From an optimization exercise on the open Yosys and OpenROAD flow, aimed at small area, a short achievable clock period and few clock cycles per item; shortcuts taken in it are not production practice. RTL that was checked went through simulation tests only; none was proved equivalent to the original. The RTL of runs 1 to 3 was laid out without a check of its function. Power is estimated from default activity; no workload was simulated.

==> flow/design.v (outline; a module is shown in full before it is edited, if it fits) <==
// module conv_loader: 60 lines
// module conv_sequencer: 114 lines
// module conv_mac: 3840 lines
// module result_fifo: 46 lines
// module conv_top: 90 lines
module conv_top (
    input  logic        clk,
    input  logic        reset,
    input  logic [7:0]  in_data,
    input  logic [3:0]  in_user,
    input  logic        in_valid,
    output logic        in_ready,
    output logic [20:0] out_data,
    output logic        out_valid,
    input  logic        out_ready
);
  // ...
==> flow/flow/run.sh <==
#!/bin/bash
# The standard layout with two changes: Yosys's synth runs without its
# quick ABC pass (-noabc), so the full adders it extracts keep their polarity
# and need fewer inverters (ORFS's own ABC mapping still runs afterwards), and
# timing repair aims at a 3 ns path instead of 4 ns. The clock period and
# constraints stay the design's.
set -euo pipefail
W=$(pwd)
sed 's/yosys synth -nofsm -noshare /yosys synth -nofsm -noshare -noabc /' synth_recipe.tcl > "$W/noabc_synth.tcl"
sed "s#SYNTH_SCRIPT=[^ ]*#SYNTH_SCRIPT=$W/noabc_synth.tcl#" standard.sh > "$W/noabc_standard.sh"
grep -q "SYNTH_SCRIPT=$W/noabc_synth.tcl" "$W/noabc_standard.sh"
export SETUP_SLACK_MARGIN=6
bash "$W/noabc_standard.sh" > standard.log 2>&1
==> flow/standard.sh <==
#!/bin/bash
# synth_recipe.tcl (not shown) runs the flow's synth.tcl, then flattens the netlist and writes it again
# the make line also repeats each setting of config.mk as NAME=value (left out here)
make -C /OpenROAD-flow-scripts/flow DESIGN_CONFIG=/design/flow/config.mk WORK_HOME=/design/flow/orfs CLKGATE_MAP_FILE= SYNTH_SCRIPT=/design/flow/synth_recipe.tcl "${@:-finish}"
==> flow/config.mk <==
export PLATFORM = sky130hd
export DESIGN_NAME = conv_top
export DESIGN_NICKNAME = conv_top
export VERILOG_FILES = /design/flow/design.v
export SDC_FILE = /design/flow/constraint.sdc
export NUM_CORES = 4
export LEC_CHECK = 0
export ABC_CLOCK_PERIOD_IN_PS = 3000
export CAP_MARGIN = 20
export CORE_MARGIN = 2
export CORE_UTILIZATION = 40
export SLEW_MARGIN = 20
==> flow/constraint.sdc <==
create_clock -name core_clock -period 9.0 [get_ports {clk}]
set_input_delay 1.8000 -clock core_clock [delete_from_list [all_inputs] [get_ports {clk}]]
set_output_delay 1.8000 -clock core_clock [all_outputs]
set_load 0.01 [all_outputs]
==> reports/results.ini, run 1 <==
[run_status]
outcome = finished clean

[global_routing]
grt_start_max_net_pins = 81
globalRouteOverflowTotal = 0

[synth]
synth_nets = 3723
netlist_instances = 3083
yosys.area_share.simple_pct = 11.8
synth.top_cells.by_count = fa_1 (567), and2_1 (495), edfxtp_1 (465)
synth_compound_area_share_pct = 3.93

[pwr]
power_frac_comb_pct = 46.3
power_uw = 16000
p_switching_uw = 5710
clk-power_uw = 3660
p_clk_share_pct = 22.9
power_frac_seq_pct = 30.9

[min_path]
min_from = u_conv_mac.r1_3_4$_DFF_P_
hold_depth = 0
hold-path-endpoint = u_conv_mac.r2_3_1$_DFF_P_

[routing]
drt_iter0_drc = 2258
postRouteAntennaNets = 0

[finish]
final-clk-cell-share_pct = 5.96
antenna_cells = 2
register_area_sq_mm = 0.0203
instances_no_fill = 4755
clkbuf_count = 123
multi_input_area_share_pct = 44.6
area_growth_syn_to_layout_pct = 17.5
multi_input_area_sq_mm = 0.0222

[floorplan]
start_util_pct = 40.3
row_count = 119
io_pins = 39

[setup_path]
path_common_cell = fa_2
cp.depth = 6
crit_path_end_kind = register
crit_end = u_conv_mac.r1_1_0$_DFF_P_
worst-r2r-setup-slack_ns = 5.86
crit_start = u_conv_loader.w[0][0]$_DFFE_PP_
path_class = register to register

[place]
finalWeightedCongestion = 0.935

[sta]
fin_ws_ns = 5.86
worst_slew_pin_slew_ns = 1.05
setup_viol = 0

[cts]
cts_buffer_depth = 3
cts_hold_buf = 0
cts.sinks = 778

==> module result_fifo, before the edit <==
module result_fifo #(
    parameter int DEPTH = 5
) (
    input  logic        clk,
    input  logic        reset,
    input  logic [20:0] wr_data,
    input  logic        wr_valid,
    output logic [20:0] rd_data,
    output logic        rd_valid,
    input  logic        rd_ready
);
    localparam int TD = DEPTH - 1;
    localparam int PW = $clog2(TD);
    logic [20:0]     mem [0:TD-1];
    logic [PW-1:0]   wr_ptr, rd_ptr;
    logic [PW:0]     cnt;
    logic            pop, head_free, from_tail, to_tail;
    always_comb begin
        pop       = rd_valid && rd_ready;
        head_free = !rd_valid || pop;
        from_tail = head_free && (cnt != '0);
        to_tail   = wr_valid && !(head_free && cnt == '0);
    end
    always_ff @(posedge clk) begin
        if (reset) begin
            rd_valid <= 1'b0;
            wr_ptr   <= '0;
            rd_ptr   <= '0;
            cnt      <= '0;
        end else begin
            if (head_free)
                rd_valid <= (cnt != '0) || wr_valid;
            if (to_tail)
                wr_ptr <= (wr_ptr == PW'(TD - 1)) ? '0 : wr_ptr + 1'b1;
            if (from_tail)
                rd_ptr <= (rd_ptr == PW'(TD - 1)) ? '0 : rd_ptr + 1'b1;
            cnt <= cnt + (PW+1)'(to_tail) - (PW+1)'(from_tail);
        end
    end
    always_ff @(posedge clk) begin
        if (to_tail)
            mem[wr_ptr] <= wr_data;
        if (head_free)
            rd_data <= (cnt != '0) ? mem[rd_ptr] : wr_data;
    end
endmodule
==> module conv_top, before the edit <==
module conv_top (
    input  logic        clk,
    input  logic        reset,
    input  logic [7:0]  in_data,
    input  logic [3:0]  in_user,
    input  logic        in_valid,
    output logic        in_ready,
    output logic [20:0] out_data,
    output logic        out_valid,
    input  logic        out_ready
);
    localparam int DEPTH = 5;
    logic [15:0] w_en;
    logic        w_clr, take_b, take_p, win, win4;
    logic [71:0] pix, wgt;
    logic [7:0]  bias;
    logic        d0, p0, q0, d1, p1, q1, d2, p2, q2;
    logic [20:0] extra, sum;
    conv_sequencer #(.DEPTH(DEPTH)) u_conv_sequencer (
        .clk      (clk),
        .reset    (reset),
        .in_valid (in_valid),
        .in_user  (in_user),
        .pop      (out_valid && out_ready),
        .in_ready (in_ready),
        .w_en     (w_en),
        .w_clr    (w_clr),
        .take_b   (take_b),
        .take_p   (take_p),
        .win      (win),
        .win4     (win4)
    );
    conv_loader u_conv_loader (
        .clk     (clk),
        .reset   (reset),
        .in_data (in_data),
        .w_en    (w_en),
        .w_clr   (w_clr),
        .take_b  (take_b),
        .take_p  (take_p),
        .pass2   (p0),
        .swap    (p0 || q0),
        .pix     (pix),
        .wgt     (wgt),
        .bias    (bias)
    );
    always_ff @(posedge clk) begin
        if (reset) begin
            d0 <= 1'b0;
            p0 <= 1'b0;
            q0 <= 1'b0;
            d1 <= 1'b0;
            p1 <= 1'b0;
            q1 <= 1'b0;
            d2 <= 1'b0;
            p2 <= 1'b0;
            q2 <= 1'b0;
        end else begin
            d0 <= win && !win4;
            p0 <= win4;
            q0 <= p0;
            d1 <= d0;
            p1 <= p0;
            q1 <= q0;
            d2 <= d1;
            p2 <= p1;
            q2 <= q1;
        end
    end
    conv_mac u_conv_mac (
        .clk   (clk),
        .pix   (pix),
        .wgt   (wgt),
        .bias  (bias),
        .pass2 (q0),
        .extra (extra),
        .sum   (sum)
    );
    always_ff @(posedge clk)
        extra <= sum & {21{p2}};
    result_fifo #(.DEPTH(DEPTH)) u_result_fifo (
        .clk      (clk),
        .reset    (reset),
        .wr_data  (sum),
        .wr_valid (d2 || q2),
        .rd_data  (out_data),
        .rd_valid (out_valid),
        .rd_ready (out_ready)
    );
endmodule
==> run 2, diff against run 1 <==
--- a/flow/design.v
+++ b/flow/design.v
@@ -2085,18 +2085,16 @@
     logic r2_15_0;
     logic r2_15_1;
     logic r2_15_2;
     logic r2_16_0;
     logic r2_16_1;
     logic r2_17_0;
     logic r2_17_1;
     logic r2_18_0;
-    logic r2_19_0;
-    logic r2_20_0;
     assign pp1 = (pix[0] & wgt[0]);
     assign pp2 = (pix[0] & wgt[1]);
     assign pp3 = (pix[0] & wgt[2]);
     assign pp4 = (pix[0] & wgt[3]);
     assign pp5 = (pix[0] & wgt[4]);
     assign pp6 = (pix[0] & wgt[5]);
     assign pp7 = (pix[0] & wgt[6]);
     assign pp8 = ~(pix[0] & wgt[7]);
@@ -3945,18 +3943,16 @@
         r2_15_0 <= m4_c1692;
         r2_15_1 <= m3_c1674;
         r2_15_2 <= m3_s1675;
         r2_16_0 <= m3_c1676;
         r2_16_1 <= m3_s1677;
         r2_17_0 <= m3_c1678;
         r2_17_1 <= m2_s1655;
         r2_18_0 <= m2_c1656;
-        r2_19_0 <= 1'b1;
-        r2_20_0 <= 1'b1;
     end
     assign fs1693 = r2_11_0 ^ r2_11_1;
     assign fc1694 = r2_11_0 & r2_11_1;
     assign fs1695 = r2_12_0 ^ r2_12_1 ^ r2_12_2;
     assign fc1696 = (r2_12_0 & r2_12_1) | (r2_12_0 & r2_12_2) | (r2_12_1 & r2_12_2);
     assign fs1697 = r2_13_0 ^ r2_13_1 ^ r2_13_2;
     assign fc1698 = (r2_13_0 & r2_13_1) | (r2_13_0 & r2_13_2) | (r2_13_1 & r2_13_2);
     assign fs1699 = r2_15_0 ^ r2_15_1;
@@ -3998,20 +3994,20 @@
     assign fs1735 = r2_15_2 ^ extra[15] ^ fs1699;
     assign fc1736 = (r2_15_2 & extra[15]) | (r2_15_2 & fs1699) | (extra[15] & fs1699);
     assign fs1737 = extra[16] ^ fs1701 ^ fc1700;
     assign fc1738 = (extra[16] & fs1701) | (extra[16] & fc1700) | (fs1701 & fc1700);
     assign fs1739 = extra[17] ^ fs1703 ^ fc1702;
     assign fc1740 = (extra[17] & fs1703) | (extra[17] & fc1702) | (fs1703 & fc1702);
     assign fs1741 = r2_18_0 ^ extra[18] ^ fc1704;
     assign fc1742 = (r2_18_0 & extra[18]) | (r2_18_0 & fc1704) | (extra[18] & fc1704);
-    assign fs1743 = r2_19_0 ^ extra[19];
-    assign fc1744 = r2_19_0 & extra[19];
-    assign fs1745 = r2_20_0 ^ extra[20];
-    assign fc1746 = r2_20_0 & extra[20];
+    assign fs1743 = 1'b1 ^ extra[19];
+    assign fc1744 = 1'b1 & extra[19];
+    assign fs1745 = 1'b1 ^ extra[20];
+    assign fc1746 = 1'b1 & extra[20];
     logic [20:0] ra, rb;
     assign ra = {fs1745, fs1743, fs1741, fs1739, fs1737, fs1735, fs1733, fs1731, fs1729, fs1727, fs1725, fs1723, fs1721, fs1719, fs1717, fs1715, fs1713, fs1711, fs1709, fs1707, extra[0]};
     assign rb = {fc1744, fc1742, fc1740, fc1738, fc1736, fc1734, fc1732, fc1730, fc1728, fc1726, fc1724, fc1722, fc1720, fc1718, fc1716, fc1714, fc1712, fc1710, fc1708, fc1706, fs1705};
     assign sum = ra + rb;
 endmodule
 module result_fifo #(
     parameter int DEPTH = 5
 ) (
@@ -4020,17 +4016,17 @@
     input  logic [20:0] wr_data,
     input  logic        wr_valid,
     output logic [20:0] rd_data,
     output logic        rd_valid,
     input  logic        rd_ready
 );
     localparam int TD = DEPTH - 1;
     localparam int PW = $clog2(TD);
-    logic [20:0]     mem [0:TD-1];
+    logic [21*TD-1:0] mem;
     logic [PW-1:0]   wr_ptr, rd_ptr;
     logic [PW:0]     cnt;
     logic            pop, head_free, from_tail, to_tail;
     always_comb begin
         pop       = rd_valid && rd_ready;
         head_free = !rd_valid || pop;
         from_tail = head_free && (cnt != '0);
         to_tail   = wr_valid && !(head_free && cnt == '0);
@@ -4048,19 +4044,19 @@
                 wr_ptr <= (wr_ptr == PW'(TD - 1)) ? '0 : wr_ptr + 1'b1;
             if (from_tail)
                 rd_ptr <= (rd_ptr == PW'(TD - 1)) ? '0 : rd_ptr + 1'b1;
             cnt <= cnt + (PW+1)'(to_tail) - (PW+1)'(from_tail);
         end
     end
     always_ff @(posedge clk) begin
         if (to_tail)
-            mem[wr_ptr] <= wr_data;
+            mem[21*wr_ptr +: 21] <= wr_data;
         if (head_free)
-            rd_data <= (cnt != '0) ? mem[rd_ptr] : wr_data;
+            rd_data <= (cnt != '0) ? mem[21*rd_ptr +: 21] : wr_data;
     end
 endmodule
 module conv_top (
     input  logic        clk,
     input  logic        reset,
     input  logic [7:0]  in_data,
     input  logic [3:0]  in_user,
     input  logic        in_valid,
@@ -4069,17 +4065,17 @@
     output logic        out_valid,
     input  logic        out_ready
 );
     localparam int DEPTH = 5;
     logic [15:0] w_en;
     logic        w_clr, take_b, take_p, win, win4;
     logic [71:0] pix, wgt;
     logic [7:0]  bias;
-    logic        d0, p0, q0, d1, p1, q1, d2, p2, q2;
+    logic        d0, d1, d2, p0, p1, p2, p3;
     logic [20:0] extra, sum;
     conv_sequencer #(.DEPTH(DEPTH)) u_conv_sequencer (
         .clk      (clk),
         .reset    (reset),
         .in_valid (in_valid),
         .in_user  (in_user),
         .pop      (out_valid && out_ready),
         .in_ready (in_ready),
@@ -4094,57 +4090,53 @@
         .clk     (clk),
         .reset   (reset),
         .in_data (in_data),
         .w_en    (w_en),
         .w_clr   (w_clr),
         .take_b  (take_b),
         .take_p  (take_p),
         .pass2   (p0),
-        .swap    (p0 || q0),
+        .swap    (p0 || p1),
         .pix     (pix),
         .wgt     (wgt),
         .bias    (bias)
     );
     always_ff @(posedge clk) begin
         if (reset) begin
             d0 <= 1'b0;
-            p0 <= 1'b0;
-            q0 <= 1'b0;
             d1 <= 1'b0;
-            p1 <= 1'b0;
-            q1 <= 1'b0;
             d2 <= 1'b0;
+            p0 <= 1'b0;
+            p1 <= 1'b0;
             p2 <= 1'b0;
-            q2 <= 1'b0;
+            p3 <= 1'b0;
         end else begin
             d0 <= win && !win4;
-            p0 <= win4;
-            q0 <= p0;
             d1 <= d0;
-            p1 <= p0;
-            q1 <= q0;
             d2 <= d1;
+            p0 <= win4;
+            p1 <= p0;
             p2 <= p1;
-            q2 <= q1;
+            p3 <= p2;
         end
     end
     conv_mac u_conv_mac (
         .clk   (clk),
         .pix   (pix),
         .wgt   (wgt),
         .bias  (bias),
-        .pass2 (q0),
+        .pass2 (p1),
         .extra (extra),
         .sum   (sum)
     );
     always_ff @(posedge clk)
         extra <= sum & {21{p2}};
     result_fifo #(.DEPTH(DEPTH)) u_result_fifo (
         .clk      (clk),
         .reset    (reset),
         .wr_data  (sum),
-        .wr_valid (d2 || q2),
+        .wr_valid (d2 || p3),
         .rd_data  (out_data),
         .rd_valid (out_valid),
         .rd_ready (out_ready)
     );
 endmodule
==> run 2 against run 1 <==
Net effect: maximum frequency rose by 0.30%; largest power group unchanged; clock power fell by 3%; critical endpoint is now u_conv_mac.r1_9_11$_DFF_P_; sequential share of layout area fell by 1.2 points; wire length rose by 5.7%; sequential power fell by 1%; combinational power rose by 24%; final cell count rose by 5.6%.
==> reports/results.ini, run 2 <==
[pwr]
power_frac_seq_pct = 27.7  ; was 30.9%
ir_drop_uv = 348  ; was 304 uV
power_per_cell_area_mw_per_mm2 = 342  ; was 321 mW/mm^2
p_sw_share_pct = 38.7  ; was 35.7%
power_frac_comb_pct = 52.0  ; was 46.3%
p_int_uw = 10800  ; was 10300 uW
p_leak_uw = 0.0200  ; was 0.0192 uW
p_switching_uw = 6810  ; was 5710 uW
p_clk_share_pct = 20.3  ; was 22.9%

[sta]
setup_viol = 0  ; unchanged
slew_headroom_pct = 25.9  ; was 30.3%
finalHoldViolations = 0  ; unchanged
fin_crit_ns = 3.13  ; was 3.14 ns
worst_slew_pin_slew_ns = 1.11  ; was 1.05 ns
whs_ns = 0.325  ; was 0.326 ns
setup_tns_ns = 0  ; unchanged
finalClockSkew_ns = 0.0252  ; was 0.0255 ns
fin_crit_sh_pct = 34.7  ; was 34.8%
max_clock_freq_ghz = 0.320  ; was 0.319 GHz
rsz0062_at_grt = yes  ; unchanged
drv_slew = 0  ; unchanged

[run_status]
outcome = finished clean  ; unchanged

[finish]
final_cell_mix = fa_1 (468), edfxtp_1 (465), and2_1 (446)  ; was edfxtp_1 (465), and2_1 (451), fa_1 (440)
antenna_cells = 0  ; was 2
instances_no_fill = 5023  ; was 4755
fin_nets = 4179  ; was 3931
fill_cells = 9567  ; was 9090
largest_reg_flops = 224  ; unchanged
area_growth_syn_to_layout_pct = 17.2  ; was 17.5%
regMostFlops = u_conv_loader.sr  ; unchanged
reg.largest.list = u_conv_loader.sr: 224 flops, u_conv_loader.w: 128 flops, u_result_fifo.mem: 84 flops  ; unchanged
final_area_sq_mm = 0.0513  ; was 0.0498 sq mm
final_common_cell = fa_1  ; was edfxtp_1
drive_gt1_share_pct = 20.5  ; was 22.3%

[global_routing]
grt_start_max_net_pins = 90  ; was 81
antenna_found_initial = 4  ; was 8
grt_pass1_vias = 27519  ; was 25059
grt_usage_pct = 21.2  ; was 20.7%
globalRouteOverflowTotal = 0  ; unchanged
grt_pass1_wl_mm = 175  ; was 164 mm

[synth]
synthArstFlopShare_pct = 0  ; unchanged
synth.top_cells.by_count = fa_1 (567), and2_1 (474), edfxtp_1 (465)  ; was fa_1 (567), and2_1 (495), edfxtp_1 (465)
synth.most_common_cell = fa_1  ; unchanged
synth_area_sq_mm = 0.0438  ; was 0.0424 sq mm
yosys_most_used_dff = edfxtp_1  ; unchanged
netlist_instances = 3364  ; was 3083
ys_types = 65  ; was 71
yosysTopAreaCell = edfxtp_1  ; unchanged
synth-edff-count = 465  ; unchanged
netlist.area_leader.share_pct = 31.9  ; was 32.9%
synth_nets = 4007  ; was 3723
yosys_warnings = 7  ; unchanged
synth-seq-cells = 776  ; was 778
synth_area_per_cell_sq_um = 13.0  ; was 13.8 sq um
synth.area.top_cells = edfxtp_1 (32%), fa_1 (26%), dfxtp_1 (14%)  ; was edfxtp_1 (33%), fa_1 (27%), dfxtp_1 (15%)
ys_seq_area_share_pct = 46.1  ; was 47.7%

[place]
finalWeightedCongestion = 0.922  ; was 0.935
dp_cells = 4695  ; was 4434
dpl.hpwl_mm = 85.0  ; was 82.2 mm
portBuffers = 37  ; unchanged
place_area_sq_mm = 0.0459  ; was 0.0447 sq mm

[job]
max-cap-violations = 0  ; unchanged

[setup_path]
worst-r2r-setup-slack_ns = 5.87  ; was 5.86 ns
path_max_fanout = 8  ; was 7
start_kind = register  ; unchanged
r2r_cells = 7  ; was 6
path_class = register to register  ; unchanged
reg2reg_from = u_conv_loader.w[2][7]$_DFFE_PP_  ; was u_conv_loader.w[0][0]$_DFFE_PP_
crit_path_end_kind = register  ; unchanged
cp.arrival_ns = 3.72  ; was 3.67 ns
crit_start = u_conv_loader.w[2][7]$_DFFE_PP_  ; was u_conv_loader.w[0][0]$_DFFE_PP_
critPathRequiredTime_ns = 9.59  ; was 9.53 ns

[routing]
drt_iter0_drc = 2239  ; was 2258
wl_per_cell_um = 23.3  ; about the same
viasPerCell = 5.23  ; was 5.12
postRouteAntennaNets = 0  ; unchanged
vias = 26272  ; was 24367
drt-total-wl_mm = 117  ; was 111 mm
drc = 0  ; unchanged
dr.pass1.iters = 5  ; was 6

[floorplan]
start_util_pct = 40.3  ; about the same
io_pins = 39  ; unchanged
row_count = 121  ; was 119
core-area_sq_mm = 0.109  ; was 0.105 sq mm
die_area_sq_mm = 0.112  ; was 0.109 sq mm
fp.dieH_um = 335  ; was 330 um
die_width_um = 335  ; was 330 um

[min_path]
min_from = u_conv_mac.r1_1_0$_DFF_P_  ; was u_conv_mac.r1_3_4$_DFF_P_
hold_depth = 0  ; unchanged
hold_path.class = register to register  ; unchanged

[cts]
clk_pin_slew_ns = 0.06  ; about the same
cts_buffer_depth = 3  ; unchanged
cts_tree = built  ; unchanged
cts_buffers = 86  ; was 84
cts_hold_buf = 0  ; unchanged
cts_max_level = 3  ; unchanged
clockRootBuffer = clkbuf_16  ; unchanged
cts.sinks = 776  ; was 778
clk_latency_ns = 0.66  ; about the same

[run 2: critical path, cell delays in order (launching register included)]
cell,delay (ns)
edfxtp_1,0.55
buf_4,0.21
and2_4,0.13
fa_1,0.49
inv_2,0.04
fa_2,0.60
fa_1,0.47
fa_2,0.58
[run 2: layout make-up]
cell class	count	area (sq um)	area share (%)
multi-input cells	2156	23200	45.3
flip-flops and latches	776	20200	39.4
clock buffers	122	2600	5.07
repair buffers	220	2060	4.02
well taps	1414	1770	3.45
inverters	296	1140	2.22
clock inverters	39	289	0.563
[run 2: cell families after synthesis]
| family | after synthesis | share of synthesized area (%) |
|---|---|---|
| buffers and inverters | 434 | 3.74 |
| and+or+nand+nor | 935 | 11.4 |
| AOI/OAI and AO/OA | 373 | 5.43 |
| xor gates and xnor gates | 27 | 0.557 |
| DFF | 776 | 46.1 |
| adders and majority gates | 627 | 27.6 |
| muxes | 192 | 5.15 |
[run 2: per-layer routing]
layer | track usage (%) | wire length [um]
met5 | 0 | 0
met4 | 7.69 | 4390
met3 | 5.82 | 9440
met2 | 33.0 | 53800
met1 | 28.4 | 49600
[run 2: repair_timing]
item | CTS | global route
resized for setup | 297 | 138
setup endpoints to repair | 741 | 189
setup buffers | 147 | 16
hold endpoints to repair | 0 | 0
cloned | 3 | 0
pin swaps | 104 | 106
[run 2: per-stage QoR]
step	utilization, %	setup WS, ns	total power (uW)
after floorplan	-	4.67	10200
after global placement	42.2	4.15	12800
after detailed placement	42.2	4.09	12900
after CTS	46.7	5.84	17200
after global routing	47.2	5.83	18900
final	47.2	5.87	17600
[run 2: final timing paths]
check / to
worst min register to register: u_conv_mac.r2_1_0$_DFF_P_
worst max-delay path: u_conv_mac.r1_9_11$_DFF_P_
worst min-delay path: u_conv_mac.r2_1_0$_DFF_P_
worst max register to register: u_conv_mac.r1_9_11$_DFF_P_
[run 2: power groups by stage]
stage          Sequential, uW  Clock, uW  Combinational, uW
6_report                 4870       3560               9140
5_1_grt                  4930       3790              10200
4_1_cts                  4880       3640               8710
3_5_place_dp             5050          0               7880
3_3_place_gp             5040          0               7770
2_1_floorplan            4880          0               5300
==> run 3, diff against run 2 <==
==> flow/flow/run.sh (replaced) <==
#!/bin/bash
# The standard layout with two changes: Yosys's synth runs without its
# quick ABC pass (-noabc), so the full adders it extracts keep their polarity
# and need fewer inverters (ORFS's own ABC mapping still runs afterwards), and
# timing repair aims at a 2 ns path instead of 4 ns. The clock period and
# constraints stay the design's.
set -euo pipefail
W=$(pwd)
sed 's/yosys synth -nofsm -noshare /yosys synth -nofsm -noshare -noabc /' synth_recipe.tcl > "$W/noabc_synth.tcl"
sed "s#SYNTH_SCRIPT=[^ ]*#SYNTH_SCRIPT=$W/noabc_synth.tcl#" standard.sh > "$W/noabc_standard.sh"
grep -q "SYNTH_SCRIPT=$W/noabc_synth.tcl" "$W/noabc_standard.sh"
export SETUP_SLACK_MARGIN=7
bash "$W/noabc_standard.sh" > standard.log 2>&1
==> run 3 against run 2 <==
Net effect: non-clock buffer count up 287; sequential power up 1%; sequential cell count unchanged; die area unchanged; setup slack worse by 0.013 ns; design area up 16%; clock skew up 0.049 ns; wire length up 19%; sequential share of layout area down 5.3 points; maximum frequency down 0.42%; clock power up 9.0%; highest routed layer is now met5.
==> reports/results.ini, run 3 <==
[floorplan]
fp.dieH_um = 335  ; unchanged
die_area_sq_mm = 0.112  ; unchanged
row_count = 121  ; unchanged
die_width_um = 335  ; unchanged
core-area_sq_mm = 0.109  ; unchanged
io_pins = 39  ; unchanged
start_util_pct = 40.3  ; unchanged

[synth]
synth.top_cells.by_count = fa_1 (567), and2_1 (474), edfxtp_1 (465)  ; unchanged
netlist.area_leader.share_pct = 31.9  ; unchanged
ys_seq_area_share_pct = 46.1  ; unchanged
synth.most_common_cell = fa_1  ; unchanged
yosys_warnings = 7  ; unchanged
synth.area.top_cells = edfxtp_1 (32%), fa_1 (26%), dfxtp_1 (14%)  ; unchanged
synth_nets = 4007  ; unchanged
synth-edff-count = 465  ; unchanged
yosysTopAreaCell = edfxtp_1  ; unchanged
synth_area_sq_mm = 0.0438  ; unchanged
synth-seq-cells = 776  ; unchanged
synthArstFlopShare_pct = 0  ; unchanged
ys_types = 65  ; unchanged
netlist_instances = 3364  ; unchanged
synth_area_per_cell_sq_um = 13.0  ; unchanged
yosys_most_used_dff = edfxtp_1  ; unchanged

[cts]
clk_pin_slew_ns = 0.06  ; about the same
cts_max_level = 3  ; unchanged
clk_latency_ns = 0.72  ; was 0.66 ns
cts.sinks = 776  ; unchanged
clockRootBuffer = clkbuf_16  ; unchanged
cts_buffer_depth = 3  ; unchanged
cts_buffers = 87  ; was 86
cts_tree = built  ; unchanged

[setup_path]
worst-r2r-setup-slack_ns = 5.86  ; was 5.87 ns
cp.arrival_ns = 3.74  ; was 3.72 ns
path_max_fanout = 7  ; was 8
critPathRequiredTime_ns = 9.60  ; was 9.59 ns
r2r_cells = 7  ; unchanged
crit_path_end_kind = register  ; unchanged
path_class = register to register  ; unchanged
start_kind = register  ; unchanged

[global_routing]
grt_start_max_net_pins = 56  ; was 90
globalRouteOverflowTotal = 0  ; unchanged
antenna_found_initial = 6  ; was 4
grt_pass1_wl_mm = 201  ; was 175 mm
grt_usage_pct = 24.7  ; was 21.2%
grt_pass1_vias = 29975  ; was 27519

[routing]
postRouteAntennaNets = 0  ; unchanged
wl_met1_mm = 57.2  ; was 49.6 mm
drc = 0  ; unchanged
dr_wl_met2_mm = 65.4  ; was 53.8 mm
wl_per_cell_um = 26.2  ; was 23.3 um
viasPerCell = 5.43  ; was 5.23
drt_iter0_drc = 2814  ; was 2239
dr.pass1.iters = 7  ; was 5
drt-total-wl_mm = 140  ; was 117 mm
top_layer = met5  ; was met4
vias = 29021  ; was 26272
dr_wl_met3_mm = 11.6  ; was 9.44 mm

[finish]
reg.largest.list = u_conv_loader.sr: 224 flops, u_conv_loader.w: 128 flops, u_result_fifo.mem: 84 flops  ; unchanged
instances_no_fill = 5342  ; was 5023
area_growth_syn_to_layout_pct = 35.7  ; was 17.2%
fin_nets = 4494  ; was 4179
drive_gt1_share_pct = 45.9  ; was 20.5%
final_common_cell = edfxtp_1  ; was fa_1
fill_cells = 8539  ; was 9567
final_cell_mix = edfxtp_1 (465), fa_2 (345), and2_1 (245)  ; was fa_1 (468), edfxtp_1 (465), and2_1 (446)
largest_reg_flops = 224  ; unchanged
regMostFlops = u_conv_loader.sr  ; unchanged

[place]
portBuffers = 37  ; unchanged
dpl.hpwl_mm = 86.9  ; was 85.0 mm
dp_cells = 4692  ; was 4695
finalWeightedCongestion = 0.898  ; was 0.922
dp_worst_setup_slack_ns = 3.59  ; was 4.09 ns

[sta]
max_clock_freq_ghz = 0.318  ; was 0.320 GHz
slew_headroom_pct = 21.7  ; was 25.9%
fin_crit_ns = 3.14  ; was 3.13 ns
worst_slew_pin_slew_ns = 1.17  ; was 1.11 ns
finalHoldViolations = 0  ; unchanged
finalClockSkew_ns = 0.0739  ; was 0.0252 ns
fin_ws_ns = 5.86  ; was 5.87 ns
fin_crit_sh_pct = 34.9  ; was 34.7%
setup_tns_ns = 0  ; unchanged
setup_viol = 0  ; unchanged
rsz0062_at_grt = yes  ; unchanged
drv_slew = 0  ; unchanged

[min_path]
hold_depth = 0  ; unchanged
hold_path.class = register to register  ; unchanged

[pwr]
p_leak_uw = 0.0228  ; was 0.0200 uW
ir_drop_uv = 370  ; was 348 uV
power_per_cell_area_mw_per_mm2 = 339  ; was 342 mW/mm^2

[job]
max-cap-violations = 0  ; unchanged

[run_status]
outcome = finished clean  ; unchanged

-- run 3: timing repair --
action,CTS,global route
pin swaps,229,219
hold buffers,0,0
buffers inserted,308,92
cloned,74,10
endpoints found under the setup margin,952,908
resized for setup,783,291
-- run 3: worst paths after layout --
kind / from / end
max: u_conv_loader.w[1][2]$_DFFE_PP_ / u_conv_mac.r1_3_2$_DFF_P_
min: u_conv_mac.r1_0_1$_DFF_P_ / u_conv_mac.r2_0_1$_DFF_P_
max reg2reg: u_conv_loader.w[1][2]$_DFFE_PP_ / u_conv_mac.r1_3_2$_DFF_P_
min reg2reg: u_conv_mac.r1_0_1$_DFF_P_ / u_conv_mac.r2_0_1$_DFF_P_
-- run 3: worst max-delay path, cell delays in order, from the launching register on --
cell and delay [ns]:
edfxtp_1 0.42, buf_12 0.17, buf_12 0.12, and2_4 0.15, fa_2 0.48, fa_2 0.64
fa_2 0.46, fa_2 0.57
-- run 3: through the flow --
| stage | power [uW] | hold slack (ns) | util [%] | area, sq um |
|---|---|---|---|---|
| after CTS | 19300 | 0.335 | 52.7 | 57300 |
| after global routing | 21400 | 0.345 | 54.7 | 59400 |
| after detailed placement | 13700 | 0.322 | 43.6 | 47400 |
| after floorplan | 10800 | 0.310 | - | 46300 |
| final | 20100 | 0.333 | 54.7 | 59400 |
| after global placement | 13600 | 0.314 | 43.6 | 47400 |
-- run 3: report_power, final --
part / switching [uW] / internal (uW)
sequential: 354 / 4580
combinational: 5900 / 5430
clock: 1580 / 2300
total: 7830 / 12300
-- run 3: area by class of cell --
type	count	area (sq um)	share of cell area, %
multi-input cells	2177	26000	43.8
flip-flops and latches	776	20300	34.2
repair buffers	507	6910	11.6
clock buffers	111	2380	4.00
well taps	1414	1770	2.98
inverters	296	1170	1.96
clock inverters	53	758	1.28
repair inverters	6	116	0.196
diodes	2	5.00	0.00842
-- run 3: per-layer routing --
layer	GRT usage, %	up-vias
met5	0	-
met4	9.59	4
met3	5.19	283
met2	39.3	1294
met1	33.1	15154
li1	-	12286
-- run 3: kinds of logic after synthesis --
logic type	after synthesis	synth area share (%)
AND/OR/NAND/NOR	935	11.4
flip-flops	776	46.1
adder cells (fa/ha/maj)	627	27.6
buffers and inverters	434	3.74
AO/OA/AOI/OAI	373	5.43
multiplexers	192	5.15
XOR/XNOR	27	0.557
==> run 4, diff against run 3 <==
--- a/flow/design.v
+++ b/flow/design.v
@@ -4021,7 +4021,8 @@
 );
     localparam int TD = DEPTH - 1;
     localparam int PW = $clog2(TD);
-    logic [21*TD-1:0] mem;
+    logic [20:0]     mem [0:TD-1];
+    logic [20:0]     tail;
     logic [PW-1:0]   wr_ptr, rd_ptr;
     logic [PW:0]     cnt;
     logic            pop, head_free, from_tail, to_tail;
@@ -4047,11 +4048,18 @@
             cnt <= cnt + (PW+1)'(to_tail) - (PW+1)'(from_tail);
         end
     end
+    always_comb begin
+        tail = mem[0];
+        for (int e = 1; e < TD; e++)
+            if (rd_ptr == PW'(e))
+                tail = mem[e];
+    end
     always_ff @(posedge clk) begin
-        if (to_tail)
-            mem[21*wr_ptr +: 21] <= wr_data;
+        for (int e = 0; e < TD; e++)
+            if (to_tail && wr_ptr == PW'(e))
+                mem[e] <= wr_data;
         if (head_free)
-            rd_data <= (cnt != '0) ? mem[21*rd_ptr +: 21] : wr_data;
+            rd_data <= (cnt != '0) ? tail : wr_data;
     end
 endmodule
 module conv_top (
==> flow/flow/run.sh (replaced) <==
#!/bin/bash
# The standard layout with two changes: Yosys's synth runs without its
# quick ABC pass (-noabc), so the full adders it extracts keep their polarity
# and need fewer inverters (ORFS's own ABC mapping still runs afterwards), and
# timing repair aims at a 3 ns path instead of 4 ns. The clock period and
# constraints stay the design's.
set -euo pipefail
W=$(pwd)
sed 's/yosys synth -nofsm -noshare /yosys synth -nofsm -noshare -noabc /' synth_recipe.tcl > "$W/noabc_synth.tcl"
sed "s#SYNTH_SCRIPT=[^ ]*#SYNTH_SCRIPT=$W/noabc_synth.tcl#" standard.sh > "$W/noabc_standard.sh"
grep -q "SYNTH_SCRIPT=$W/noabc_synth.tcl" "$W/noabc_standard.sh"
export SETUP_SLACK_MARGIN=6
bash "$W/noabc_standard.sh" > standard.log 2>&1
--- a/flow/config.mk
+++ b/flow/config.mk
@@ -9,4 +9,6 @@
 export CAP_MARGIN = 20
 export CORE_MARGIN = 2
 export CORE_UTILIZATION = 40
+export CTS_CLUSTER_DIAMETER = 120
+export CTS_CLUSTER_SIZE = 20
 export SLEW_MARGIN = 20
==> run 4 against run 3 <==
Net effect: via count fell by 16%; final cell count down 11%; largest cell class unchanged; critical path depth is the same; still clean on timing, DRC and antenna; non-clock buffer count shrank 336; wire length is 22% lower.
==> reports/results.ini, run 4 <==
[synth]
synth.top_cells.by_count = fa_1 (567), and2_1 (491), edfxtp_1 (465)  ; was fa_1 (567), and2_1 (474), edfxtp_1 (465)
ys_types = 73  ; was 65
synthArstFlopShare_pct = 0  ; unchanged
netlist_instances = 3216  ; was 3364
netlist.area_leader.share_pct = 32.7  ; was 31.9%
synth_area_sq_mm = 0.0428  ; was 0.0438 sq mm
synth-seq-cells = 776  ; unchanged
yosysTopAreaCell = edfxtp_1  ; unchanged
synth.most_common_cell = fa_1  ; unchanged
synth-edff-count = 465  ; unchanged
yosys_warnings = 8  ; was 7
synth_area_per_cell_sq_um = 13.3  ; was 13.0 sq um
synth_nets = 3858  ; was 4007
ys_seq_area_share_pct = 47.2  ; was 46.1%
yosys_most_used_dff = edfxtp_1  ; unchanged
synth.area.top_cells = edfxtp_1 (33%), fa_1 (27%), dfxtp_1 (15%)  ; was edfxtp_1 (32%), fa_1 (26%), dfxtp_1 (14%)

[finish]
antenna_cells = 0  ; was 2
drive_gt1_share_pct = 15.9  ; was 45.9%
reg.largest.list = u_conv_loader.sr: 224 flops, u_conv_loader.w: 128 flops, u_result_fifo.mem: 84 flops  ; unchanged
fin_nets = 3974  ; was 4494
largest_reg_flops = 224  ; unchanged
area_growth_syn_to_layout_pct = 13.0  ; was 35.7%
regMostFlops = u_conv_loader.sr  ; unchanged
final_cell_mix = fa_1 (480), edfxtp_1 (465), and2_1 (459)  ; was edfxtp_1 (465), fa_2 (345), and2_1 (245)
final_common_cell = fa_1  ; was edfxtp_1

[floorplan]
core-area_sq_mm = 0.106  ; was 0.109 sq mm
die_width_um = 331  ; was 335 um
row_count = 119  ; was 121
die_area_sq_mm = 0.110  ; was 0.112 sq mm
io_pins = 39  ; unchanged
start_util_pct = 40.4  ; was 40.3%
fp.dieH_um = 331  ; was 335 um

[run_status]
outcome = finished clean  ; unchanged

[global_routing]
antenna_found_initial = 7  ; was 6
grt_pass1_wl_mm = 162  ; was 201 mm
grt_start_max_net_pins = 67  ; was 56
globalRouteOverflowTotal = 0  ; unchanged
grt_usage_pct = 20.1  ; was 24.7%
grt_pass1_vias = 25258  ; was 29975

[cts]
clk_latency_ns = 0.65  ; was 0.72 ns
cts_tree = built  ; unchanged
cts_buffers = 45  ; was 87
cts_max_level = 2  ; was 3
clk_pin_slew_ns = 0.09  ; was 0.06 ns
cts_buffer_depth = 3  ; unchanged
clockRootBuffer = clkbuf_16  ; unchanged
cts.sinks = 776  ; unchanged

[pwr]
power_per_cell_area_mw_per_mm2 = 321  ; was 339 mW/mm^2
power_frac_seq_pct = 32.6  ; was 24.5%
p_clk_share_pct = 13.8  ; was 19.3%
p_sw_share_pct = 39.3  ; was 38.9%
p_leak_uw = 0.0184  ; was 0.0228 uW
ir_drop_uv = 302  ; was 370 uV
p_switching_uw = 6100  ; was 7830 uW
power_frac_comb_pct = 53.7  ; was 56.2%
p_int_uw = 9440  ; was 12300 uW

[setup_path]
path_class = register to register  ; unchanged
reg2reg_from = u_conv_loader.w[2][2]$_DFFE_PP_  ; was u_conv_loader.w[1][2]$_DFFE_PP_
crit_start = u_conv_loader.w[2][2]$_DFFE_PP_  ; was u_conv_loader.w[1][2]$_DFFE_PP_
path_max_fanout = 8  ; was 7
start_kind = register  ; unchanged
cp.arrival_ns = 3.62  ; was 3.74 ns
crit_path_end_kind = register  ; unchanged
critPathRequiredTime_ns = 9.49  ; was 9.60 ns

[sta]
finalHoldViolations = 0  ; unchanged
drv_slew = 0  ; unchanged
setup_tns_ns = 0  ; unchanged
rsz0062_at_grt = yes  ; unchanged
slew_headroom_pct = 30.7  ; was 21.7%
worst_slew_pin_slew_ns = 1.04  ; was 1.17 ns
fin_crit_sh_pct = 34.8  ; was 34.9%
fin_crit_ns = 3.13  ; was 3.14 ns
max_clock_freq_ghz = 0.319  ; was 0.318 GHz
whs_ns = 0.330  ; was 0.333 ns
setup_viol = 0  ; unchanged
finalClockSkew_ns = 0.0414  ; was 0.0739 ns

[routing]
postRouteAntennaNets = 0  ; unchanged
drc = 0  ; unchanged
vias = 24448  ; was 29021
drt-total-wl_mm = 109  ; was 140 mm
wl_per_cell_um = 22.9  ; was 26.2 um
dr.pass1.iters = 6  ; was 7
drt_iter0_drc = 2093  ; was 2814
viasPerCell = 5.14  ; was 5.43

[job]
max-cap-violations = 0  ; unchanged

[place]
finalWeightedCongestion = 0.917  ; was 0.898
dpl.hpwl_mm = 81.3  ; was 86.9 mm
portBuffers = 37  ; unchanged

[min_path]
min_from = u_conv_mac.r1_1_0$_DFF_P_  ; was u_conv_mac.r1_0_1$_DFF_P_
hold_path.class = register to register  ; unchanged

==> run 4: cell count changes after synthesis, sizes merged, moves of 16 or more <==
| cell | change |
|---|---|
| nor2 | +19 |
| o32ai | -16 |
| clkbuf | -42 |
| a21oi | +32 |
| and2 | +17 |
| mux4 | -21 |
| o22ai | -61 |
| inv | -83 |
==> run 4: per-stage QoR <==
step | area [sq um] | utilization (%) | worst slack, ns | instances | power, uW
6_report | 48300 | 45.7 | 5.87 | 4759 | 15500
5_1_grt | 48300 | 45.7 | 5.86 | 4759 | 16800
4_1_cts | 47600 | 45.1 | 5.90 | 4738 | 15200
3_5_place_dp | 44900 | 42.5 | 3.85 | 4557 | 12700
3_3_place_gp | 44900 | 42.5 | 3.88 | 4557 | 12600
2_1_floorplan | 43200 | - | 5.56 | 3216 | 10400
==> run 4: what timing repair did <==
item	4_1_cts	5_1_grt
buffers inserted	95	18
resized for setup	225	148
cloned	3	3
hold buffers	0	0
setup endpoints to repair	655	167
pin swaps	59	94
==> run 4: kinds of logic (layout without fill, tap and decap cells) <==
| kind of cell | Yosys count | in the layout | share of synthesized area, % |
|---|---|---|---|
| AO/OA/AOI/OAI | 320 | 320 | 4.73 |
| XOR/XNOR | 30 | 30 | 0.650 |
| adder cells (fa/ha/maj) | 626 | 626 | 28.3 |
| buffers and inverters | 315 | 467 | 2.89 |
| flip-flops | 776 | 776 | 47.2 |
| multiplexers | 159 | 159 | 3.89 |
| AND/OR/NAND/NOR | 990 | 990 | 12.3 |
==> run 4: power groups by stage <==
| stage | sequential [uW] | clock [uW] | combinational (uW) |
|---|---|---|---|
| global route | 5120 | 2320 | 9390 |
| CTS | 5060 | 2210 | 7950 |
| global placement | 5220 | 0 | 7370 |
| finish | 5060 | 2140 | 8340 |
| floorplan | 5100 | 0 | 5300 |
| detailed placement | 5240 | 0 | 7480 |
==> run 4: worst max-delay path, stage by stage (launching register included) <==
cell	delay, ns
edfxtp_1	0.63
buf_6	0.17
nand2_2	0.05
fa_1	0.52
inv_2	0.04
fa_2	0.46
fa_2	0.63
fa_2	0.48
==> run 4: path summary, 6_finish.rpt <==
| path | cells past startpoint | end | slack (ns) |
|---|---|---|---|
| worst min register to register | 0 | u_conv_mac.r2_1_0$_DFF_P_ | 0.33 |
| worst max-delay path | 7 | u_conv_mac.r1_8_11$_DFF_P_ | 5.87 |
| worst max register to register | 7 | u_conv_mac.r1_8_11$_DFF_P_ | 5.87 |
| worst min-delay path | 0 | u_conv_mac.r2_1_0$_DFF_P_ | 0.33 |
==> run 4: cell type report <==
class                           instances  area [sq um]
Timing Repair inverter                  1          8.76
Clock inverter                          6          73.8
Fill cell                            9457         57400
Inverter                              212           812
Timing Repair Buffer                  171          1790
Clock buffer                           77          1250
Sequential cell                       776         20200
Multi-Input combinational cell       2125         22400
Tap cell                             1391          1740
==> run 4: per-layer routing <==
layer,up-vias,share of wire [%],GRT usage [%]
li1,10846,-,-
met1,12637,44,28.6
met2,794,46,31.5
met3,165,7.3,3.85
met4,6,2.8,5.54
met5,-,0.039,0
Testbench counts of run 4, summed over its fixed seeds: cycles 10,425, frames 128.
==> run 5, diff against run 4 <==
--- a/flow/config.mk
+++ b/flow/config.mk
@@ -8,7 +8,7 @@
 export ABC_CLOCK_PERIOD_IN_PS = 3000
 export CAP_MARGIN = 20
 export CORE_MARGIN = 2
-export CORE_UTILIZATION = 40
+export CORE_UTILIZATION = 55
 export CTS_CLUSTER_DIAMETER = 120
 export CTS_CLUSTER_SIZE = 20
 export SLEW_MARGIN = 20
==> run 5 against run 4 <==
Net effect: design area is 0.74% higher; sequential share of layout area is 0.22 points lower; still clean; critical path type unchanged; largest cell class unchanged; critical path depth is 3 higher; synthesized cell count stayed put; highest routed layer unchanged.
==> reports/results.ini, run 5 <==
[run_status]
outcome = finished clean  ; unchanged

[floorplan]
die_width_um = 283  ; was 331 um
core-area_sq_mm = 0.0772  ; was 0.106 sq mm
start_util_pct = 55.4  ; was 40.4%
fp.dieH_um = 283  ; was 331 um
io_pins = 39  ; unchanged
die_area_sq_mm = 0.0800  ; was 0.110 sq mm
row_count = 102  ; was 119

[cts]
clockRootBuffer = clkbuf_16  ; unchanged
clk_pin_slew_ns = 0.08  ; was 0.09 ns
cts_max_level = 2  ; unchanged
cts_tree = built  ; unchanged
cts_buffers = 46  ; was 45
clk_latency_ns = 0.63  ; was 0.65 ns
cts.sinks = 776  ; unchanged
cts_buffer_depth = 3  ; unchanged
cts_hold_buf = 0  ; unchanged

[finish]
drive_gt1_share_pct = 18.7  ; was 15.9%
final_cell_mix = fa_1 (488), edfxtp_1 (465), and2_1 (457)  ; was fa_1 (480), edfxtp_1 (465), and2_1 (459)
reg.largest.list = u_conv_loader.sr: 224 flops, u_conv_loader.w: 128 flops, u_result_fifo.mem: 84 flops  ; unchanged
regMostFlops = u_conv_loader.sr  ; unchanged
area_growth_syn_to_layout_pct = 13.9  ; was 13.0%
final_common_cell = fa_1  ; unchanged
largest_reg_flops = 224  ; unchanged
fin_nets = 4031  ; was 3974

[synth]
synth.top_cells.by_count = fa_1 (567), and2_1 (491), edfxtp_1 (465)  ; unchanged
netlist.area_leader.share_pct = 32.7  ; unchanged
synth_top_family_by_area = adder cells  ; unchanged
synth-xor-area-share_pct = 0.650  ; unchanged
synth-adder-area-share_pct = 28.3  ; unchanged
ys_types = 73  ; unchanged
yosys_warnings = 8  ; unchanged
synth.area.top_cells = edfxtp_1 (33%), fa_1 (27%), dfxtp_1 (15%)  ; unchanged
synth_area_sq_mm = 0.0428  ; unchanged
ys_seq_area_share_pct = 47.2  ; unchanged
synth_area_per_cell_sq_um = 13.3  ; unchanged
yosysTopAreaCell = edfxtp_1  ; unchanged
synthArstFlopShare_pct = 0  ; unchanged
synth_mux_area_share_pct = 3.89  ; unchanged
synth-edff-count = 465  ; unchanged
netlist_instances = 3216  ; unchanged
yosys_most_used_dff = edfxtp_1  ; unchanged
synth.most_common_cell = fa_1  ; unchanged
synth_compound_area_share_pct = 4.73  ; unchanged
synth-seq-cells = 776  ; unchanged
yosys.area_share.simple_pct = 12.3  ; unchanged
synth_nets = 3858  ; unchanged

[setup_path]
critical-path-top-delay-family = adder cells  ; unchanged
critPathMaxStageDelay_ns = 0.56  ; was 0.63 ns
crit_slowest_cell = fa_1  ; was edfxtp_1
path_class = register to register  ; unchanged
crit_path_end_kind = register  ; unchanged
critPathRequiredTime_ns = 9.36  ; was 9.49 ns
path_max_fanout = 4  ; was 8
start_kind = register  ; unchanged
path_common_cell = fa_1  ; was fa_2
cp.arrival_ns = 3.51  ; was 3.62 ns
path_buf_inv = 1  ; was 2
cp_cell_sequence = fa_1 > fa_1 > ha_4 > a21oi_4 > o211ai_2 > a221oi_2 > mux2i_1 > a211oi_4 > buf_12 > o21a_1  ; was buf_6 > nand2_2 > fa_1 > inv_2 > fa_2 > fa_2 > fa_2

[global_routing]
grt_start_max_net_pins = 87  ; was 67
globalRouteOverflowTotal = 0  ; unchanged
antenna_found_initial = 6  ; was 7
grt_pass1_wl_mm = 174  ; was 162 mm
grt_pass1_vias = 26833  ; was 25258
grt_usage_pct = 30.4  ; was 20.1%

[routing]
drc = 0  ; unchanged
postRouteAntennaNets = 0  ; unchanged
drt_iter0_drc = 2223  ; was 2093
vias = 25655  ; was 24448
drt-total-wl_mm = 121  ; was 109 mm
viasPerCell = 5.74  ; was 5.14
dr.pass1.iters = 6  ; unchanged
wl_per_cell_um = 27.0  ; was 22.9 um

[sta]
max_clock_freq_ghz = 0.317  ; was 0.319 GHz
whs_ns = 0.333  ; was 0.330 ns
rsz0062_at_grt = yes  ; unchanged
slew_headroom_pct = 27.8  ; was 30.7%
worst_slew_pin_slew_ns = 1.08  ; was 1.04 ns
fin_crit_ns = 3.16  ; was 3.13 ns
fin_crit_sh_pct = 35.1  ; was 34.8%
finalHoldViolations = 0  ; unchanged
setup_viol = 0  ; unchanged
setup_tns_ns = 0  ; unchanged
finalClockSkew_ns = 0.0427  ; was 0.0414 ns
drv_slew = 0  ; unchanged

[place]
finalWeightedCongestion = 0.993  ; was 0.917
dpl.hpwl_mm = 89.4  ; was 81.3 mm
portBuffers = 37  ; unchanged

[pwr]
p_switching_uw = 6370  ; was 6100 uW
power_frac_comb_pct = 54.7  ; was 53.7%
p_leak_uw = 0.0188  ; was 0.0184 uW
p_clk_share_pct = 13.8  ; about the same
p_sw_share_pct = 39.6  ; was 39.3%
power_per_cell_area_mw_per_mm2 = 330  ; was 321 mW/mm^2
ir_drop_uv = 319  ; was 302 uV
power_frac_seq_pct = 31.5  ; was 32.6%
p_int_uw = 9720  ; was 9440 uW

[job]
max-cap-violations = 0  ; unchanged

[min_path]
hold_path.class = register to register  ; unchanged

run 5: changes by cell type in the layout (fill, tap and decap cells not counted), sizes merged:
cell / change
diode: +6
clkinvlp: +1
inv: +1
buf: +58
clkbuf: +1
bufinv: +1
clkinv: -3
clkdlybuf4s50: +1
bufbuf: -2
run 5: final cells by class:
class,instances,area [sq um]
Timing Repair inverter,2,17.5
Fill cell,5908,28500
Antenna cell,6,15.0
Inverter,212,818
Clock buffer,80,1340
Timing Repair Buffer,226,2390
Clock inverter,5,80.1
Sequential cell,776,20300
Tap cell,1040,1300
Multi-Input combinational cell,2125,22500
run 5: logic make-up after synthesis:
kind of cell               Yosys count
muxes                              159
DFF                                776
and+or+nand+nor                    990
xor gates and xnor gates            30
adders and majority gates          626
AOI/OAI and AO/OA                  320
buffers and inverters              315
run 5: worst reg2reg max path: cells and delay by family (launching register included):
| kind | cells | cell delay (ns) |
|---|---|---|
| adder cells (fa/ha/maj) | 3 | 1.27 |
| AO/OA/AOI/OAI | 5 | 0.83 |
| flip-flops | 1 | 0.33 |
| multiplexers | 1 | 0.33 |
| buffers and inverters | 1 | 0.15 |
run 5: path summary, 6_finish.rpt:
| path | start | to | slack, ns | depth (start not counted) |
|---|---|---|---|---|
| worst min register to register | u_conv_mac.r1_1_0$_DFF_P_ | u_conv_mac.r2_1_0$_DFF_P_ | 0.33 | 0 |
| worst max-delay path | u_conv_mac.r2_13_0$_DFF_P_ | u_result_fifo.rd_data[20]$_DFFE_PP_ | 5.84 | 10 |
| worst min-delay path | u_conv_mac.r1_1_0$_DFF_P_ | u_conv_mac.r2_1_0$_DFF_P_ | 0.33 | 0 |
| worst max register to register | u_conv_mac.r2_13_0$_DFF_P_ | u_result_fifo.rd_data[20]$_DFFE_PP_ | 5.84 | 10 |
run 5: through the flow:
stage	utilization [%]	setup slack [ns]	area, sq um	instances	power, uW
after detailed placement	57.6	4.26	44500	4207	13000
after global placement	57.6	4.29	44500	4207	12800
final	63.0	5.84	48700	4472	16100
after CTS	62.1	5.86	47900	4438	15900
after floorplan	-	5.56	43200	3216	10400
after global routing	63.0	5.77	48700	4466	17300
run 5: layer usage:
layer	share of wire, %	GRT usage (%)	routed length [um]
met1	42	42.1	50300
met2	46	47.7	54900
met3	8.0	6.41	9690
met4	4.8	11.7	5780
met5	0.022	0	26
run 5: power groups by stage:
stage / registers, uW / clock network (uW) / logic [uW]
after floorplan: 5100 / 0 / 5300
after global placement: 5250 / 0 / 7510
after detailed placement: 5270 / 0 / 7730
after CTS: 5060 / 2280 / 8520
after global routing: 5120 / 2400 / 9800
final: 5060 / 2230 / 8800
run 5: repair_timing:
action | in CTS | in global routing
gates resized for setup | 257 | 168
pin swaps | 82 | 109
hold endpoints to repair | 0 | 0
setup buffers | 144 | 24
endpoints found under the setup margin | 784 | 150
gates cloned | 2 | 4
==> run 6, diff against run 5 <==
--- a/flow/config.mk
+++ b/flow/config.mk
@@ -8,7 +8,5 @@
 export ABC_CLOCK_PERIOD_IN_PS = 3000
 export CAP_MARGIN = 20
 export CORE_MARGIN = 2
-export CORE_UTILIZATION = 55
-export CTS_CLUSTER_DIAMETER = 120
-export CTS_CLUSTER_SIZE = 20
+export CORE_UTILIZATION = 40
 export SLEW_MARGIN = 20
==> run 6 against run 5 <==
Net effect: still clean; core utilization is 16 points lower; power up 4.0%; clock-buffer cell count up 28; sequential cell count did not move; register-to-register slack gained 0.05 ns; area after synthesis unchanged; largest power group unchanged.
==> reports/results.ini, run 6 <==
[sta]
max_clock_freq_ghz = 0.321  ; was 0.317 GHz
setup_viol = 0  ; unchanged
fin_crit_sh_pct = 34.6  ; was 35.1%
setup_tns_ns = 0  ; unchanged
slew_headroom_pct = 30.7  ; was 27.8%
worst_slew_pin_slew_ns = 1.04  ; was 1.08 ns
rsz0062_at_grt = yes  ; unchanged
fin_crit_ns = 3.11  ; was 3.16 ns
drv_slew = 0  ; unchanged
finalClockSkew_ns = 0.0278  ; was 0.0427 ns
fin_ws_ns = 5.89  ; was 5.84 ns
finalHoldViolations = 0  ; unchanged

[job]
max-cap-violations = 0  ; unchanged

[place]
finalWeightedCongestion = 0.917  ; was 0.993
portBuffers = 37  ; unchanged
dp_worst_setup_slack_ns = 3.85  ; was 4.26 ns
dpl.hpwl_mm = 81.3  ; was 89.4 mm

[min_path]
hold_path.class = register to register  ; unchanged

[global_routing]
globalRouteOverflowTotal = 0  ; unchanged
grt_usage_pct = 20.4  ; was 30.4%
antenna_found_initial = 3  ; was 6
grt_pass1_wl_mm = 164  ; was 174 mm
grt_start_max_net_pins = 67  ; was 87
grt_pass1_vias = 25675  ; was 26833

[setup_path]
critPathRequiredTime_ns = 9.58  ; was 9.36 ns
crit_path_end_kind = register  ; unchanged
critical-path-top-delay-family = adder cells  ; unchanged
cp.arrival_ns = 3.69  ; was 3.51 ns
path_class = register to register  ; unchanged
crit_slowest_cell = fa_2  ; was fa_1
path_common_cell = fa_2  ; was fa_1
critPathMaxStageDelay_ns = 0.62  ; was 0.56 ns
path_max_fanout = 8  ; was 4
start_kind = register  ; unchanged
path_buf_inv = 1  ; unchanged
cp_cell_sequence = and2_4 > fa_1 > inv_2 > fa_2 > fa_2 > fa_2  ; was fa_1 > fa_1 > ha_4 > a21oi_4 > o211ai_2 > a221oi_2 > mux2i_1 > a211oi_4 > buf_12 > o21a_1

[routing]
drc = 0  ; unchanged
viasPerCell = 5.15  ; was 5.74
drt-total-wl_mm = 110  ; was 121 mm
wl_per_cell_um = 22.8  ; was 27.0 um
dr.pass1.iters = 5  ; was 6
drt_iter0_drc = 2086  ; was 2223
postRouteAntennaNets = 0  ; unchanged
vias = 24847  ; was 25655

[synth]
yosys_warnings = 8  ; unchanged
synth_nets = 3858  ; unchanged
synth.top_cells.by_count = fa_1 (567), and2_1 (491), edfxtp_1 (465)  ; unchanged
netlist_instances = 3216  ; unchanged
netlist.area_leader.share_pct = 32.7  ; unchanged
synth.most_common_cell = fa_1  ; unchanged
synth_area_sq_mm = 0.0428  ; unchanged
synth-edff-count = 465  ; unchanged
ys_types = 73  ; unchanged
synthArstFlopShare_pct = 0  ; unchanged
yosysTopAreaCell = edfxtp_1  ; unchanged
synth-seq-cells = 776  ; unchanged
synth.area.top_cells = edfxtp_1 (33%), fa_1 (27%), dfxtp_1 (15%)  ; unchanged
yosys_most_used_dff = edfxtp_1  ; unchanged
synth_area_per_cell_sq_um = 13.3  ; unchanged
ys_seq_area_share_pct = 47.2  ; unchanged

[finish]
drive_gt1_share_pct = 17.6  ; was 18.7%
fin_nets = 4010  ; was 4031
reg.largest.list = u_conv_loader.sr: 224 flops, u_conv_loader.w: 128 flops, u_result_fifo.mem: 84 flops  ; unchanged
area_growth_syn_to_layout_pct = 16.1  ; was 13.9%
largest_reg_flops = 224  ; unchanged
final_cell_mix = fa_1 (481), edfxtp_1 (465), and2_1 (460)  ; was fa_1 (488), edfxtp_1 (465), and2_1 (457)
regMostFlops = u_conv_loader.sr  ; unchanged
final_common_cell = fa_1  ; unchanged

[floorplan]
fp.dieH_um = 331  ; was 283 um
die_width_um = 331  ; was 283 um
start_util_pct = 40.4  ; was 55.4%
die_area_sq_mm = 0.110  ; was 0.0800 sq mm
row_count = 119  ; was 102
core-area_sq_mm = 0.106  ; was 0.0772 sq mm
io_pins = 39  ; unchanged

[cts]
cts_tree = built  ; unchanged
cts.sinks = 776  ; unchanged
cts_buffer_depth = 3  ; unchanged
cts_hold_buf = 0  ; unchanged
clk_latency_ns = 0.65  ; was 0.63 ns
cts_max_level = 3  ; was 2
cts_buffers = 81  ; was 46
clockRootBuffer = clkbuf_16  ; unchanged
clk_pin_slew_ns = 0.06  ; was 0.08 ns

[run_status]
outcome = finished clean  ; unchanged

[pwr]
ir_drop_uv = 288  ; was 319 uV
power_per_cell_area_mw_per_mm2 = 337  ; was 330 mW/mm^2
power_uw = 16700  ; was 16100 uW
p_leak_uw = 0.0191  ; was 0.0188 uW

-- run 6: changes by cell type in the layout (fill, tap and decap cells not counted), sizes merged --
cell           previous run  this run
clkdlybuf4s50             7         6
bufinv                    1         9
diode                     6         3
bufbuf                    0         3
inv                     216       215
clkbuf                   83       111
clkinv                    1        26
clkinvlp                  1         4
buf                     215       158
-- run 6: area by class of cell --
| type | count | area (sq um) |
|---|---|---|
| Fill cell | 9332 | 56100 |
| Inverter | 212 | 816 |
| Multi-Input combinational cell | 2125 | 22400 |
| Tap cell | 1391 | 1740 |
| Clock buffer | 108 | 2260 |
| Timing Repair Buffer | 171 | 1750 |
| Antenna cell | 3 | 7.51 |
| Clock inverter | 41 | 442 |
| Timing Repair inverter | 1 | 8.76 |
| Sequential cell | 776 | 20200 |
-- run 6: cell families (layout without fill, tap and decap cells) --
group	Yosys count	count (layout)	synth area share, %
simple gates	990	990	12.3
mux	159	159	3.89
compound gates	320	320	4.73
fa+ha+maj	626	626	28.3
buf+inv	315	533	2.89
xor+xnor	30	30	0.650
flops	776	776	47.2
other cells	0	3	0
-- run 6: through the flow --
| stage | cells | hold slack, ns | util [%] | area [sq um] |
|---|---|---|---|---|
| detailed placement | 4557 | 0.312 | 42.5 | 44900 |
| global placement | 4557 | 0.315 | 42.5 | 44900 |
| CTS | 4804 | 0.324 | 46.4 | 49000 |
| floorplan | 3216 | 0.310 | - | 43200 |
| finish | 4828 | 0.322 | 47.0 | 49600 |
| global route | 4825 | 0.338 | 47.0 | 49600 |
-- run 6: report_power, final --
group	total, uW	internal, uW	switching, uW	leakage [uW]
clock network	3410	2030	1390	0.00133
registers	5070	4780	293	0.00686
logic	8250	3660	4590	0.0109
-- run 6: final timing paths --
| path | depth (start not counted) | start | slack, ns | to |
|---|---|---|---|---|
| worst max-delay path | 6 | u_conv_loader.w[2][2]$_DFFE_PP_ | 5.89 | u_conv_mac.r1_9_11$_DFF_P_ |
| worst min-delay path | 0 | u_conv_mac.r1_1_0$_DFF_P_ | 0.32 | u_conv_mac.r2_1_0$_DFF_P_ |
| worst max register to register | 6 | u_conv_loader.w[2][2]$_DFFE_PP_ | 5.89 | u_conv_mac.r1_9_11$_DFF_P_ |
| worst min register to register | 0 | u_conv_mac.r1_1_0$_DFF_P_ | 0.32 | u_conv_mac.r2_1_0$_DFF_P_ |
-- run 6: what timing repair did --
action | 4_1_cts | 5_1_grt
setup endpoints to repair | 656 | 143
pin swaps | 45 | 110
gates cloned | 4 | 1
resized for setup | 215 | 146
setup buffers | 94 | 20
-- run 6: metal layers --
metal | track usage, % | up-vias | part of all wire (%)
met3 | 4.22 | 162 | 7.9
met1 | 28.8 | 12876 | 43
li1 | - | 10970 | -
met4 | 6.36 | 0 | 2.7
met2 | 31.9 | 839 | 46
met5 | 0 | - | 0
==> run 7, diff against run 6 <==
==> flow/flow/run.sh (replaced) <==
#!/bin/bash
# The standard layout with two changes: Yosys's synth runs without its
# quick ABC pass (-noabc), so the full adders it extracts keep their polarity
# and need fewer inverters (ORFS's own ABC mapping still runs afterwards), and
# timing repair aims at a 3.5 ns path instead of 4 ns. The clock period and
# constraints stay the design's.
set -euo pipefail
W=$(pwd)
sed 's/yosys synth -nofsm -noshare /yosys synth -nofsm -noshare -noabc /' synth_recipe.tcl > "$W/noabc_synth.tcl"
sed "s#SYNTH_SCRIPT=[^ ]*#SYNTH_SCRIPT=$W/noabc_synth.tcl#" standard.sh > "$W/noabc_standard.sh"
grep -q "SYNTH_SCRIPT=$W/noabc_synth.tcl" "$W/noabc_standard.sh"
export SETUP_SLACK_MARGIN=5.5
bash "$W/noabc_standard.sh" > standard.log 2>&1
--- a/flow/config.mk
+++ b/flow/config.mk
@@ -9,4 +9,6 @@
 export CAP_MARGIN = 20
 export CORE_MARGIN = 2
 export CORE_UTILIZATION = 40
+export CTS_CLUSTER_DIAMETER = 120
+export CTS_CLUSTER_SIZE = 20
 export SLEW_MARGIN = 20
==> run 7 against run 6 <==
Net effect: hold slack better by 0.0099 ns; wire length shrank 4.6%; critical path type is now input port to register; combinational power is about 10% lower; global-route usage fell by 0.97 points; area after synthesis unchanged; setup slack worse by 0.36 ns; still clean; die area did not move; synthesized cell count unchanged.
==> reports/results.ini, run 7 <==
[finish]
final_cell_mix = fa_1 (566), and2_1 (490), edfxtp_1 (465)  ; was fa_1 (481), edfxtp_1 (465), and2_1 (460)
final_common_cell = fa_1  ; unchanged
reg.largest.list = u_conv_loader.sr: 224 flops, u_conv_loader.w: 128 flops, u_result_fifo.mem: 84 flops  ; unchanged
fin_nets = 3863  ; was 4010
drive_gt1_share_pct = 5.80  ; was 17.6%
regMostFlops = u_conv_loader.sr  ; unchanged

[sta]
fin_ws_ns = 5.53  ; was 5.89 ns
max_clock_freq_ghz = 0.288  ; was 0.321 GHz
rsz0062_at_grt = no  ; was yes
worst_slew_pin_slew_ns = 0.994  ; was 1.04 ns
fin_crit_ns = 3.47  ; was 3.11 ns
drv_slew = 0  ; unchanged
finalClockSkew_ns = 0.0372  ; was 0.0278 ns
setup_viol = 0  ; unchanged
slew_headroom_pct = 33.5  ; was 30.7%

[routing]
drt_iter0_drc = 2083  ; was 2086
drc = 0  ; unchanged
dr.pass1.iters = 5  ; unchanged
wl_per_cell_um = 22.6  ; was 22.8 um

[pwr]
p_switching_uw = 5770  ; was 6270 uW
p_sw_share_pct = 39.3  ; was 37.5%
power_frac_comb_pct = 50.5  ; was 49.3%
p_int_uw = 8890  ; was 10500 uW
power_uw = 14700  ; was 16700 uW
p_clk_share_pct = 14.4  ; was 20.4%
ir_drop_uv = 333  ; was 288 uV

[synth]
synth-seq-cells = 776  ; unchanged
synth_area_per_cell_sq_um = 13.3  ; unchanged
ys_types = 73  ; unchanged
synth.area.top_cells = edfxtp_1 (33%), fa_1 (27%), dfxtp_1 (15%)  ; unchanged
yosys_most_used_dff = edfxtp_1  ; unchanged
synth_nets = 3858  ; unchanged
synthArstFlopShare_pct = 0  ; unchanged
ys_seq_area_share_pct = 47.2  ; unchanged
synth_area_sq_mm = 0.0428  ; unchanged
yosysTopAreaCell = edfxtp_1  ; unchanged
netlist.area_leader.share_pct = 32.7  ; unchanged
synth.most_common_cell = fa_1  ; unchanged

[min_path]
hold_path.class = register to register  ; unchanged

[global_routing]
antenna_found_initial = 1  ; was 3
grt_usage_pct = 19.5  ; was 20.4%
grt_start_max_net_pins = 149  ; was 67
grt_pass1_vias = 24613  ; was 25675
globalRouteOverflowTotal = 0  ; unchanged

[run_status]
outcome = finished clean  ; unchanged

[cts]
cts_buffers = 44  ; was 81
clockRootBuffer = clkbuf_16  ; unchanged
cts_hold_buf = 0  ; unchanged
cts_buffer_depth = 3  ; unchanged
cts_tree = built  ; unchanged
clk_latency_ns = 0.63  ; was 0.65 ns
cts_max_level = 2  ; was 3
clk_pin_slew_ns = 0.08  ; was 0.06 ns

[place]
finalWeightedCongestion = 0.936  ; was 0.917
dpl.hpwl_mm = 81.0  ; was 81.3 mm
dp_worst_setup_slack_ns = 4.21  ; was 3.85 ns

[setup_path]
worst-r2r-setup-slack_ns = 5.60  ; was 5.89 ns
reg2reg_from = u_conv_loader.w[1][7]$_DFFE_PP_  ; was u_conv_loader.w[2][2]$_DFFE_PP_
cp.arrival_ns = 3.93  ; was 3.69 ns
critPathRequiredTime_ns = 9.45  ; was 9.58 ns
r2r_cells = 6  ; unchanged
crit_start = in_data[1]  ; was u_conv_loader.w[2][2]$_DFFE_PP_
path_class = input port to register  ; was register to register
path_max_fanout = 10  ; was 8

[floorplan]
start_util_pct = 40.4  ; unchanged
io_pins = 39  ; unchanged
die_area_sq_mm = 0.110  ; unchanged
die_width_um = 331  ; unchanged
row_count = 119  ; unchanged
fp.dieH_um = 331  ; unchanged

[job]
max-cap-violations = 0  ; unchanged

==> run 7: changes by cell type in the layout (fill, tap and decap cells not counted), moves of 14 or more <==
cell	delta
clkinv_2	-14
buf_6	-18
and2_1	+30
clkdlybuf4s50_1	+25
buf_4	-63
and2_4	-27
clkbuf_16	-40
buf_12	-23
buf_2	-26
clkbuf_1	+16
fa_1	+85
fa_2	-85
==> run 7: power by group through the flow <==
stage | registers (uW) | logic (uW) | clock network, uW
after floorplan | 5100 | 5240 | 0
after global placement | 5230 | 7280 | 0
after detailed placement | 5240 | 7460 | 0
after CTS | 5160 | 7480 | 2190
after global routing | 5210 | 8470 | 2300
final | 5150 | 7400 | 2110
==> run 7: worst max-delay path, cell delays in order <==
cell,delay (ns)
clkdlybuf4s50_1,1.01
and3_1,0.75
mux2i_1,0.16
o21ai_0,0.19
==> run 7: layout make-up <==
type | count | area, sq um
inverters | 212 | 812
flip-flops and latches | 776 | 20200
repair buffers | 62 | 572
diodes | 1 | 2.50
clock buffers | 78 | 1250
multi-input cells | 2125 | 21500
fillers | 9675 | 59600
well taps | 1391 | 1740
clock inverters | 3 | 45.0
==> run 7: timing repair <==
item                       in CTS  in global routing
setup endpoints to repair     258                 41
resized for setup              19                 22
pin swaps                       1                  1
setup buffers                   3                  1
==> run 7: worst paths after layout <==
check                                    endpoint
setup / recovery  u_conv_loader.w[5][1]$_DFFE_PP_
hold / removal          u_conv_mac.r2_1_0$_DFF_P_
setup reg to reg       u_conv_mac.r1_9_11$_DFF_P_
hold reg to reg         u_conv_mac.r2_1_0$_DFF_P_
==> run 7: routing by layer <==
layer,up-vias,track usage (%),part of all wire (%)
li1,10614,-,-
met1,12486,28.6,45
met2,787,29.7,45
met3,157,3.40,7.2
met4,0,5.64,3.1
met5,-,0,0
==> run 7: logic make-up after synthesis <==
group	synth area share, %
xor gates and xnor gates	0.650
DFF	47.2
muxes	3.89
buffers and inverters	2.89
AOI/OAI and AO/OA	4.73
and+or+nand+nor	12.3
adders and majority gates	28.3
==> run 7: stage by stage <==
step | cell area (sq um) | utilization [%] | std cells | hold slack, ns
after floorplan | 42800 | - | 3216 | 0.310
after global placement | 44600 | 42.2 | 4561 | 0.312
after detailed placement | 44600 | 42.2 | 4562 | 0.312
after CTS | 46000 | 43.5 | 4646 | 0.333
after global routing | 46100 | 43.6 | 4647 | 0.337
final | 46100 | 43.6 | 4648 | 0.331
